This design comes from an exercise in tuning for small area and a short achievable clock period on the open sky130 flow, not from production work. At most, simulation tests tie the RTL to the original design; equivalence was not proved. Power figures rest on the tool's default switching activity, not on a simulated workload.

Setup of red:
==> module cpu_trace_buffer, before the edit <==
module cpu_trace_buffer
#(
    parameter int DEPTH       = 16,
    parameter int MAX_RECORDS = 560
) (
    input  logic        clk,
    input  logic        rst,
    input  logic        trace_en,
    input  logic [31:0] pc,
    input  logic [31:0] inst,
    input  logic        rf_wena,
    input  logic [4:0]  rf_waddr,
    input  logic [31:0] rf_wdata,
    output logic        out_valid,
    input  logic        out_ready,
    output logic [31:0] out_data,
    output logic        out_last,
    output logic        full,
    output logic        empty,
    output logic        overflow,
    output logic [15:0] drop_count,
    output logic [31:0] rec_count,
    output logic        done
);
    localparam int RW = $clog2(MAX_RECORDS + 1);
    logic               w0, w1, w2, w3;
    logic               hsel, nhold;
    logic [DEPTH-1:0]   wsel;        
    logic [DEPTH-1:0]   rsel;        
    logic [DEPTH-1:0]   we;
    logic [4:0]         occ;         
    logic [RW-1:0]      rec;
    logic [TRACE_W-1:0] entry_in;
    logic [TRACE_W-1:0] head;
    logic [69:0]        ent;         
    logic               pop, push, drop, accept;
    assign entry_in = {pc, inst, rf_wena, rf_waddr, rf_wdata};
    assign pop    = !empty && (!out_valid || (w3 && out_ready));
    assign accept = trace_en && !done;
    assign push   = accept && (!full || pop);
    assign drop   = accept && full && !pop;
    assign we = wsel & {DEPTH{!full || (w3 && out_ready)}};
    trace_fifo #(
        .WIDTH (TRACE_W),
        .DEPTH (DEPTH)
    ) u_fifo (
        .clk   (clk),
        .we    (we),
        .wdata (entry_in),
        .rsel  (rsel),
        .rdata (head)
    );
    always_ff @(posedge clk or posedge rst) begin
        if (rst) begin
            wsel <= DEPTH'(1);
            rsel <= DEPTH'(1);
            occ  <= '0;
            full  <= 1'b0;
            empty <= 1'b1;
        end else begin
            if (push) wsel <= {wsel[DEPTH-2:0], wsel[DEPTH-1]};
            if (pop)  rsel <= {rsel[DEPTH-2:0], rsel[DEPTH-1]};
            if (push && !pop) begin
                occ   <= occ + 5'd1;
                empty <= 1'b0;
                full  <= (occ == 5'(DEPTH - 1));
            end else if (pop && !push) begin
                occ   <= occ - 5'd1;
                full  <= 1'b0;
                empty <= (occ == 5'd1);
            end
        end
    end
    always_ff @(posedge clk or posedge rst) begin
        if (rst) begin
            rec        <= '0;
            done       <= 1'b0;
            overflow   <= 1'b0;
            drop_count <= '0;
        end else begin
            if (push) begin
                rec  <= rec + 1'b1;
                done <= (rec == RW'(MAX_RECORDS - 1));
            end
            if (drop) begin
                overflow <= 1'b1;
                if (drop_count != 16'hFFFF) begin
                    drop_count <= drop_count + 16'd1;
                end
            end
        end
    end
    assign rec_count = 32'(rec);
    always_ff @(posedge clk or posedge rst) begin
        if (rst) begin
            out_valid <= 1'b0;
            w0    <= 1'b0;
            w1    <= 1'b0;
            w2    <= 1'b0;
            w3    <= 1'b0;
            hsel  <= 1'b1;
            nhold <= 1'b0;
        end else begin
            if (!out_valid || (w3 && out_ready)) begin
                out_valid <= !empty;
                w0    <= !empty;
                w3    <= 1'b0;
                hsel  <= empty;
                nhold <= !empty;
            end else if (out_ready) begin
                w0    <= 1'b0;
                w1    <= w0;
                w2    <= w1;
                w3    <= w2;
                hsel  <= w2;
                nhold <= !w2;
            end
        end
    end
    assign out_last = w3;
    always_ff @(posedge clk) begin
        if (!nhold) begin
            ent <= head[69:0];
        end
    end
    always_ff @(posedge clk) begin
        if (!out_valid || out_ready) begin
            if (hsel)             out_data <= head[PC_LSB +: 32];
            else if (w0)          out_data <= ent[INST_LSB +: 32];
            else if (w1)          out_data <= {ent[WENA_BIT], 26'b0, ent[WADDR_LSB +: 5]};
            else                  out_data <= ent[WDATA_LSB +: 32];
        end
    end
endmodule
Settings: LEC_CHECK=0, CAP_MARGIN=20, CORE_MARGIN=2, CORE_UTILIZATION=45, CTS_CLUSTER_DIAMETER=80, CTS_CLUSTER_SIZE=30, PLACE_DENSITY=0.6, SETUP_SLACK_MARGIN=3.0, SLEW_MARGIN=20; clock period 5.5 ns.
run.sh (not shown) runs the stock make flow with config.mk's settings and CLKGATE_MAP_FILE= SYNTH_SCRIPT=/design/flow/synth_recipe.tcl, a recipe that flattens the netlist after the stock synthesis.
red: done, clean on timing, DRC and antenna
#### Input delta (blue over red)
--- a/flow/design.v
+++ b/flow/design.v
@@ -59,5 +59,5 @@
     output logic        done
 );
-    localparam int RW = $clog2(MAX_RECORDS + 1);
+    localparam int RW = 10;              
     logic               w0, w1, w2, w3;
     logic               hsel, nhold;
Results
Deepest level of the CTS H-tree came out exactly the same in blue and red.
red -> blue: routed metal-1 wirelength delta 0, exact match
blue and red ended up with nearly the same share of total power in combinational logic.
Delta (blue minus red): signed area change from the synthesized netlist to the final layout held steady; number of non-filler instances in the completed layout saw little to no change; power was more or less identical; critical path depth held; detailed route wirelength on metal3 stayed essentially flat.
Reported for blue and red, clock period minus final worst setup slack turned out identical to the last digit.
Summary of blue over red: static leakage power held steady; initial DRC count held steady.
Only the layout flow was run in red; the RTL was not checked for function there.

static timing again, ports no longer ideal:
How much do the figures lean on ideal ports? The routed layouts below were timed once more, with nothing changed but the port constraints.
Step 1 sets driving cells, clkbuf_16 on the clock port and buf_2 on the other inputs (assumed; they add their load-dependent delay and slew).
Step 2 also shifts input and output timing later by t, the mid clock arrival at the registers, as if the neighbouring blocks saw the same clock.
Slacks: ideal / step 1 / step 2; pairs: ideal / step 1.
| run | shift t [ns] | slack for setup (ns) | hold WS [ns] |
|---|---|---|---|
| red | 0.796 | 3.013 / 2.937 / 2.330 | 0.518 / 0.518 / 0.518 |
| blue | 0.796 | 3.013 / 2.937 / 2.330 | 0.518 / 0.518 / 0.518 |
After both steps setup and hold are still met in every run listed.
